Source: an optimization exercise on an open RTL-to-GDS flow (aim: small area, a short achievable clock period and few clock cycles per item). Production flows keep margins and buffers that such runs may drop. The RTL was checked by simulation tests, not by an equivalence proof against the original design. Power figures rest on the tool's default switching activity, not on a simulated workload.

**design/flow/run.sh**
```bash
#!/bin/bash
# synth_recipe.tcl (not shown) runs the flow's synth.tcl, then flattens the netlist and writes it again
# the make line also repeats each setting of config.mk as NAME=value (left out here)
make -C /OpenROAD-flow-scripts/flow DESIGN_CONFIG=/design/flow/config.mk WORK_HOME=/design/flow/orfs CLKGATE_MAP_FILE= SYNTH_SCRIPT=/design/flow/synth_recipe.tcl finish
```
**design/flow/config.mk**
```make
export PLATFORM = sky130hd
export DESIGN_NAME = col2im_2d_stream
export DESIGN_NICKNAME = col2im_2d_stream
export VERILOG_FILES = /design/flow/design.v
export SDC_FILE = /design/flow/constraint.sdc
export NUM_CORES = 4
export LEC_CHECK = 0
export CAP_MARGIN = 20
export CORE_MARGIN = 2
export CORE_UTILIZATION = 30
export SLEW_MARGIN = 20
```
**design/flow/constraint.sdc**
```tcl
create_clock -name core_clock -period 10.0 [get_ports {clk}]
set_input_delay 2.0000 -clock core_clock [delete_from_list [all_inputs] [get_ports {clk}]]
set_output_delay 2.0000 -clock core_clock [all_outputs]
set_load 0.01 [all_outputs]
```
**design/flow/design.v**
```verilog
package col2im_pkg;
   typedef enum logic [1:0] {
      ST_IDLE  = 2'd0,
      ST_ACCUM = 2'd1,
      ST_DRAIN = 2'd2
   } col2im_state_t;
   function automatic int calc_hp(input int w, input int k, input int s);
      calc_hp = (w - k) / s + 1;
   endfunction
   function automatic int calc_vp(input int h, input int k, input int s);
      calc_vp = (h - k) / s + 1;
   endfunction
   function automatic int calc_npos(input int w, input int h, input int k, input int s);
      calc_npos = calc_hp(w, k, s) * calc_vp(h, k, s);
   endfunction
   function automatic int calc_nelem(input int w, input int h, input int k, input int s);
      calc_nelem = calc_npos(w, h, k, s) * k * k;
   endfunction
   function automatic int cnt_w(input int n);
      cnt_w = (n > 1) ? $clog2(n) : 1;
   endfunction
endpackage
module col2im_addr_gen
#(
   parameter int IMAGE_WIDTH  = 8,
   parameter int IMAGE_HEIGHT = 8,
   parameter int KERNEL_SIZE  = 3,
   parameter int STRIDE       = 1,
   parameter int KW           = col2im_pkg::cnt_w(KERNEL_SIZE),
   parameter int PXW          = col2im_pkg::cnt_w(col2im_pkg::calc_hp(IMAGE_WIDTH, KERNEL_SIZE, STRIDE)),
   parameter int PYW          = col2im_pkg::cnt_w(col2im_pkg::calc_vp(IMAGE_HEIGHT, KERNEL_SIZE, STRIDE))
) (
   input  logic            clk,
   input  logic            clr,
   input  logic            adv,
   output logic [KW-1:0]   kc,
   output logic [KW-1:0]   kr,
   output logic [PXW-1:0]  px,
   output logic [PYW-1:0]  py
);
   localparam int HP  = col2im_pkg::calc_hp(IMAGE_WIDTH, KERNEL_SIZE, STRIDE);
   localparam int VP  = col2im_pkg::calc_vp(IMAGE_HEIGHT, KERNEL_SIZE, STRIDE);
   localparam logic [KW-1:0]  KMAX  = KW'(KERNEL_SIZE - 1);
   localparam logic [PXW-1:0] PXMAX = PXW'(HP - 1);
   localparam logic [PYW-1:0] PYMAX = PYW'(VP - 1);
   logic kc_end, kr_end, px_end, py_end;
   assign kc_end = (kc == KMAX);
   assign kr_end = (kr == KMAX);
   assign px_end = (px == PXMAX);
   assign py_end = (py == PYMAX);
   always_ff @(posedge clk) begin
      if (clr) begin
         kc <= '0;
         kr <= '0;
         px <= '0;
         py <= '0;
      end else if (adv) begin
         if (!kc_end) begin
            kc <= kc + 1'b1;
         end else begin
            kc <= '0;
            if (!kr_end) begin
               kr <= kr + 1'b1;
            end else begin
               kr <= '0;
               if (!px_end) begin
                  px <= px + 1'b1;
               end else begin
                  px <= '0;
                  py <= py_end ? '0 : py + 1'b1;
               end
            end
         end
      end
   end
endmodule
module col2im_2d_stream
#(
   parameter int IMAGE_WIDTH  = 8,
   parameter int IMAGE_HEIGHT = 8,
   parameter int KERNEL_SIZE  = 3,
   parameter int STRIDE       = 1,
   parameter int DATA_WIDTH   = 8,
   parameter int ACC_WIDTH    = DATA_WIDTH + $clog2(KERNEL_SIZE * KERNEL_SIZE)
) (
   input  logic                  clk,
   input  logic                  rst_n,
   input  logic                  start,
   input  logic                  in_valid,
   input  logic [DATA_WIDTH-1:0] in_data,
   output logic                  in_ready,
   output logic                  out_valid,
   output logic [ACC_WIDTH-1:0]  out_data,
   output logic                  out_last,
   input  logic                  out_ready,
   output logic                  busy,
   output logic                  done
);
   localparam int WA = 11;
   localparam int WB = 11;
   localparam int WF = 10;
   localparam int WC = 9;
   logic                  v_q;        
   logic [DATA_WIDTH-1:0] x_q;
   logic                  acc_on;     
   logic                  drain;      
   logic [3:0]            dcnt;       
   logic [1:0] kc, kr;
   logic [2:0] px, py;
   logic [WA-1:0] l0a, l1a;
   logic [WB-1:0] l0b, l1b;
   logic [WC-1:0] l0c, l1c;
   logic [WB-1:0] fba [8];
   logic [WF-1:0] fcb [8];
   logic                 skid_valid;
   logic                 skid_last;
   logic [ACC_WIDTH-1:0] skid_data;
   logic frame_start;
   logic lane_a, lane_b, lane_c;
   logic px0, px5, py0;
   logic is_exit, stall, step, dstep;
   logic push, push_last, pop, r0_free;
   logic skid_valid_nx;
   logic in_hs, last_acc, last_elem;
   logic [ACC_WIDTH-1:0] opnd;
   logic [ACC_WIDTH-1:0] sum;
   assign frame_start = start && !busy;
   assign in_hs       = in_valid && in_ready;
   col2im_addr_gen #(
      .IMAGE_WIDTH  (IMAGE_WIDTH),
      .IMAGE_HEIGHT (IMAGE_HEIGHT),
      .KERNEL_SIZE  (KERNEL_SIZE),
      .STRIDE       (STRIDE)
   ) u_addr_gen (
      .clk (clk),
      .clr (frame_start),
      .adv (step),
      .kc  (kc),
      .kr  (kr),
      .px  (px),
      .py  (py)
   );
   assign lane_a = (kr == 2'd0);
   assign lane_b = (kr == 2'd1);
   assign lane_c = (kr == 2'd2);
   assign px0    = (px == 3'd0);
   assign px5    = (px == 3'd5);
   assign py0    = (py == 3'd0);
   assign is_exit   = (kc == 2'd0) || px5;
   assign stall     = lane_a && is_exit && skid_valid;
   assign step      = v_q && !stall;
   assign dstep     = drain && !skid_valid;
   assign last_elem = (py == 3'd5) && px5 && (kr == 2'd2) && (kc == 2'd2);
   always_comb begin
      opnd = '0;
      if (drain) begin
         opnd = dcnt[3] ? ACC_WIDTH'(fcb[7]) : ACC_WIDTH'(fba[7]);
      end else begin
         case (kr)
            2'd0: begin
               if (px0) begin
                  if (!py0) opnd = (kc == 2'd0) ? ACC_WIDTH'(fba[7]) :
                                   (kc == 2'd1) ? ACC_WIDTH'(fba[6]) : ACC_WIDTH'(fba[5]);
               end else if (kc == 2'd0) begin
                  opnd = ACC_WIDTH'(l0a);
               end else if (kc == 2'd1) begin
                  opnd = ACC_WIDTH'(l1a);
               end else if (!py0) begin
                  opnd = ACC_WIDTH'(fba[5]);
               end
            end
            2'd1: begin
               if (px0) begin
                  if (!py0) opnd = (kc == 2'd0) ? ACC_WIDTH'(fcb[7]) :
                                   (kc == 2'd1) ? ACC_WIDTH'(fcb[6]) : ACC_WIDTH'(fcb[5]);
               end else if (kc == 2'd0) begin
                  opnd = ACC_WIDTH'(l0b);
               end else if (kc == 2'd1) begin
                  opnd = ACC_WIDTH'(l1b);
               end else if (!py0) begin
                  opnd = ACC_WIDTH'(fcb[5]);
               end
            end
            default: begin
               if (!px0) begin
                  if (kc == 2'd0)      opnd = ACC_WIDTH'(l0c);
                  else if (kc == 2'd1) opnd = ACC_WIDTH'(l1c);
               end
            end
         endcase
      end
   end
   assign sum = opnd + (drain ? ACC_WIDTH'(0) : ACC_WIDTH'(x_q));
   always_ff @(posedge clk) begin
      if (step && !px5 && kc == 2'd1) begin
         if (lane_a) l0a <= WA'(sum);
         if (lane_b) l0b <= WB'(sum);
         if (lane_c) l0c <= WC'(sum);
      end
      if (step && !px5 && kc == 2'd2) begin
         if (lane_a) l1a <= WA'(sum);
         if (lane_b) l1b <= WB'(sum);
         if (lane_c) l1c <= WC'(sum);
      end
      if ((step && is_exit && lane_b) || (dstep && !dcnt[3])) begin
         fba[0] <= WB'(sum);
         for (int n = 1; n < 8; n++) fba[n] <= fba[n-1];
      end
      if ((step && is_exit && lane_c) || (dstep && dcnt[3])) begin
         fcb[0] <= WF'(sum);
         for (int n = 1; n < 8; n++) fcb[n] <= fcb[n-1];
      end
   end
   assign push      = (step && is_exit && lane_a) || dstep;
   assign push_last = dstep && (dcnt == 4'd15);
   assign pop       = out_valid && out_ready;
   assign r0_free   = !out_valid || out_ready;
   assign skid_valid_nx = skid_valid ? !r0_free : (push && !r0_free);
   always_ff @(posedge clk) begin
      if (r0_free) begin
         if (skid_valid) begin
            out_data <= skid_data;
         end else if (push) begin
            out_data <= sum;
         end
      end else if (push) begin
         skid_data <= sum;
         skid_last <= push_last;
      end
   end
   assign last_acc = in_hs && (v_q ? (py == 3'd5 && px5 && kr == 2'd2 && kc == 2'd1)
                                   : last_elem);
   always_ff @(posedge clk) begin
      if (in_ready) x_q <= in_data;
   end
   always_ff @(posedge clk or negedge rst_n) begin
      if (!rst_n) begin
         v_q        <= 1'b0;
         acc_on     <= 1'b0;
         in_ready   <= 1'b0;
         drain      <= 1'b0;
         dcnt       <= '0;
         out_valid  <= 1'b0;
         out_last   <= 1'b0;
         skid_valid <= 1'b0;
         busy       <= 1'b0;
         done       <= 1'b0;
      end else begin
         done       <= 1'b0;
         v_q        <= in_ready ? in_valid : (v_q && stall);
         skid_valid <= skid_valid_nx;
         if (r0_free) begin
            if (skid_valid) begin
               out_valid <= 1'b1;
               out_last  <= skid_last;
            end else begin
               out_valid <= push;
               out_last  <= push_last;
            end
         end
         if (frame_start) begin
            busy     <= 1'b1;
            acc_on   <= 1'b1;
            in_ready <= 1'b1;
            drain    <= 1'b0;
         end else begin
            if (last_acc) acc_on <= 1'b0;
            in_ready <= acc_on && !last_acc && !skid_valid_nx;
            if (step && last_elem) begin
               drain <= 1'b1;
               dcnt  <= '0;
            end else if (dstep) begin
               dcnt <= dcnt + 1'b1;
               if (dcnt == 4'd15) drain <= 1'b0;
            end
            if (pop && out_last) begin
               busy <= 1'b0;
               done <= 1'b1;
            end
         end
      end
   end
endmodule
```
==> flow_summary_export.csv <==
group,metric,value,unit
run_status,status,"finished clean",
floorplan,core.rowCount,69,
timing,hold_violations,0,
timing,post-route-period-util,44.5,%
placed_design,hpwl,13.5,mm
cts,root_buffer,"clkbuf_16",
timing,tns,0,ns
logic_synthesis,synthTopCellsByArea,"edfxtp_1, mux2_2, dfrtp_1, mux2i_1, dfxtp_1",
hold_path,hold_class,"reg -> reg",
cts,cts.sinks,286,
timing,tightest_slew,1.05,ns
floorplan,die_y,195,microns
logic_synthesis,synth.largest_area_cell,"edfxtp_1",
logic_synthesis,synth_seq_cells,286,
global_routing,grt_pass1_vias,5779,
logic_synthesis,avgSynthCellArea,16.7,sq um
logic_synthesis,ys_async_sr_fraction,4.55,%
cts,cts_made_buffers,28,
worst_setup_path,critPathLaunch,"u_addr_gen.px[2]$_SDFFE_PP0P_",
hold_path,hp-start,"fcb[4][6]$_DFFE_PP_",
finish,diodes,0,
run,maxCapViolations,0,
cts,post_cts_buffers,0,
timing,period_needed,4.45,ns
finish,layout.nets,726,
pwr,ir_worst_vdd,0.157,mV
detailed_routing,remaining_drc_errors,0,
worst_setup_path,cp.required,10.30,ns
detailed_routing,postRouteAntennaNets,0,
timing,whs,0.411,ns
worst_setup_path,startpoint_type,"flip-flop",
worst_setup_path,arrival,4.75,ns
placed_design,dp_cells,1133,
cts,clk_pin_slew_worst_paths,0.07,ns
finish,syn_to_final_growth,16.3,%
global_routing,grt_pass1_wl,34.4,mm
finish,final_cell_mix,"edfxtp_1, mux2_2, nand2_1, nor2_1, o21ai_0",
logic_synthesis,syn-num-nets,675,
logic_synthesis,yosysSeqAreaShare,77.1,%
timing,max_freq,0.225,GHz
logic_synthesis,synth_area,10900,sq um
timing,setup_viol,0,
floorplan,core,35700,sq um
logic_synthesis,yosysWarnings,4,
timing,rsz0062_at_grt,"no",
timing,finalMaxSlewViolations,0,
timing,finalClockSkew,0.0137,ns
worst_setup_path,critPathKind,"reg -> reg",
cts,clk_latency,0.54,ns
detailed_routing,vias,5778,
detailed_routing,initialDrtViolationCount,518,
cts,htree_levels,1,
cts,clockBufferDepth,3,
finish,layout.cells.non_filler,1183,
timing,maxSlewHeadroom,29.4,%
finish,fin_util,35.5,%
logic_synthesis,yosys.area.top_type_share,72.3,%
pwr,p_per_area,299,nW/um^2
detailed_routing,firstDrtPassIters,5,
worst_setup_path,cp_max_fo,16,
placed_design,gp_congestion,0.811,
global_routing,grt-ovfl-total,0,
logic_synthesis,synth_edf_count,263,
pwr,p_leak,4.10,nW
global_routing,antenna_found_initial,0,
detailed_routing,routedWlPerCell,18.6,microns
floorplan,pin_count,30,
logic_synthesis,synthFlopType,"edfxtp_1",
placed_design,numPortBuffers,29,
worst_setup_path,end_kind,"flip-flop",
detailed_routing,via_per_inst,4.88,
logic_synthesis,synthDistinctLibCells,54,
worst_setup_path,r2r_start,"u_addr_gen.px[2]$_SDFFE_PP0P_",
finish,drive_gt1_share,15.2,%
finish,layout_commonest_cell,"edfxtp_1",
global_routing,grt_max_degree,57,
floorplan,die_area,37900,sq um
cts,holdBufCountCts,0,
logic_synthesis,syn_inst,652,
floorplan,initial_core_util,30.5,%
global_routing,grt_util_all_layers,11.8,%
detailed_routing,wirelength,22.1,mm
cts,postCtsResizedCells,0,
cts,cts_tree,"built",
floorplan,die_width,195,microns
## worst paths after layout
kind,slack (ns),endpoint,depth (start not counted)
worst max-delay path,5.55,out_data[9]$_DFFE_PP_,13
worst min-delay path,0.41,fcb[5][6]$_DFFE_PP_,0
worst max register to register,5.55,out_data[9]$_DFFE_PP_,13
worst min register to register,0.41,fcb[5][6]$_DFFE_PP_,0
max in group asynchronous,7.76,dcnt[1]$_DFFE_PN0P_,1
min in group asynchronous,1.84,skid_valid$_DFF_PN0_,1
## state kept, by name, summed over array words and instances (netlist names), 3 cells and up
| signal | cells |
|---|---|
| dcnt | 4 |
| fba | 88 |
| fcb | 80 |
| l0a | 11 |
| l0b | 11 |
| l0c | 9 |
| l1a | 11 |
| l1b | 11 |
| l1c | 9 |
| out_data | 12 |
| skid_data | 12 |
| u_addr_gen.px | 3 |
| u_addr_gen.py | 3 |
| x_q | 8 |
## worst max-delay path, stage by stage (launching register included)
cell	delay, ns
dfxtp_1	0.36
or3_1	0.52
or3_1	0.73
nor2_1	0.20
a2111oi_0	0.08
o31ai_1	0.36
ha_1	0.29
a21o_1	0.18
a21oi_1	0.30
o21ai_0	0.17
a31oi_1	0.26
and2b_4	0.23
xor2_2	0.21
mux2_2	0.30
## per-layer routing
layer,GRT usage [%],vias up,share of wire (%)
li1,-,2644,-
met1,16.8,2903,46
met2,18.0,192,46
met3,2.08,39,5.7
met4,4.52,0,2.8
met5,0,-,0
## cell type report
type                            count  area [sq um]
Tap cell                          461           577
Fill cell                        3418         23000
Clock inverter                     17           130
Multi-Input combinational cell    331          2400
Clock buffer                       32           716
Sequential cell                   286          8420
Inverter                           10          37.5
Timing Repair Buffer               46           418
## through the flow
stage / instance area [sq um] / power [mW] / setup slack, ns
after global placement: 11800 / 2.82 / 5.65
after global routing: 12700 / 4.01 / 5.17
final: 12700 / 3.80 / 5.55
after detailed placement: 11800 / 2.84 / 5.54
after floorplan: 10900 / 2.46 / 4.11
after CTS: 12700 / 3.83 / 5.52
## cell families after synthesis
| group | after synthesis | share of synthesized area [%] |
|---|---|---|
| buffers and inverters | 35 | 1.28 |
| flip-flops | 286 | 77.1 |
| AO/OA/AOI/OAI | 111 | 6.76 |
| XOR/XNOR | 10 | 0.871 |
| adder cells (fa/ha/maj) | 10 | 1.21 |
| AND/OR/NAND/NOR | 129 | 5.72 |
| multiplexers | 71 | 7.00 |
## synth_stat cells (2+ instances only)
master     count
a31oi_1        6
mux2i_1       28
or3_1          4
clkbuf_1      14
xnor2_1        9
buf_2          7
o21a_1         2
o31ai_1        3
a32o_1         7
a221oi_1      14
o21ai_0       31
nand2_1       37
inv_1         10
o31a_1         3
buf_1          4
nand2b_1       8
and2_1         3
a2111oi_0      2
nor2b_1       13
dfxtp_1       10
nand3b_1       3
a22oi_1        3
edfxtp_1     263
ha_1           9
nand3_1        7
dfrtp_1       13
nor2_1        35
a32oi_1        3
nor4_1         2
nor3_1         9
o22ai_1        4
a21oi_1       23
mux2_2        42
## power breakdown
| group | switching (mW) | internal, mW |
|---|---|---|
| clock | 0.435 | 0.541 |
| combinational | 0.647 | 0.392 |
| sequential | 0.0857 | 1.70 |
Testbench counts, summed over its fixed seeds: cycles 8,232, frames 24.

==> re-timing with driven ports <==
No port has a modelled driver above. Below, the same layout with a new extraction and two added sets of constraints. Step 1 (the two cells are an assumption about what drives the block):
set clk [get_ports {clk}]
set_driving_cell -lib_cell sky130_fd_sc_hd__clkbuf_16 $clk
set_driving_cell -lib_cell sky130_fd_sc_hd__buf_2 [delete_from_list [all_inputs] $clk]
Step 2 moves the port delays by t, midway between the first and last clock arrival at a register: inputs arrive t later, outputs are due t later. That takes back most of the time a late clock gives input paths. Three values: no drivers, after step 1, after step 2; two values: the first two.
shift t [ns]: 0.591
setup slack, ns: 5.554 / 5.554 / 5.554
worst setup path after step 2: register to register
worst register clock-pin slew, ns: 0.07 / 0.07
pins driven straight from the clock port: 1
After both steps setup and hold are still met in this run. The setup slack of this run moves by 0.000 ns with the drivers and by 0.000 ns with both steps.
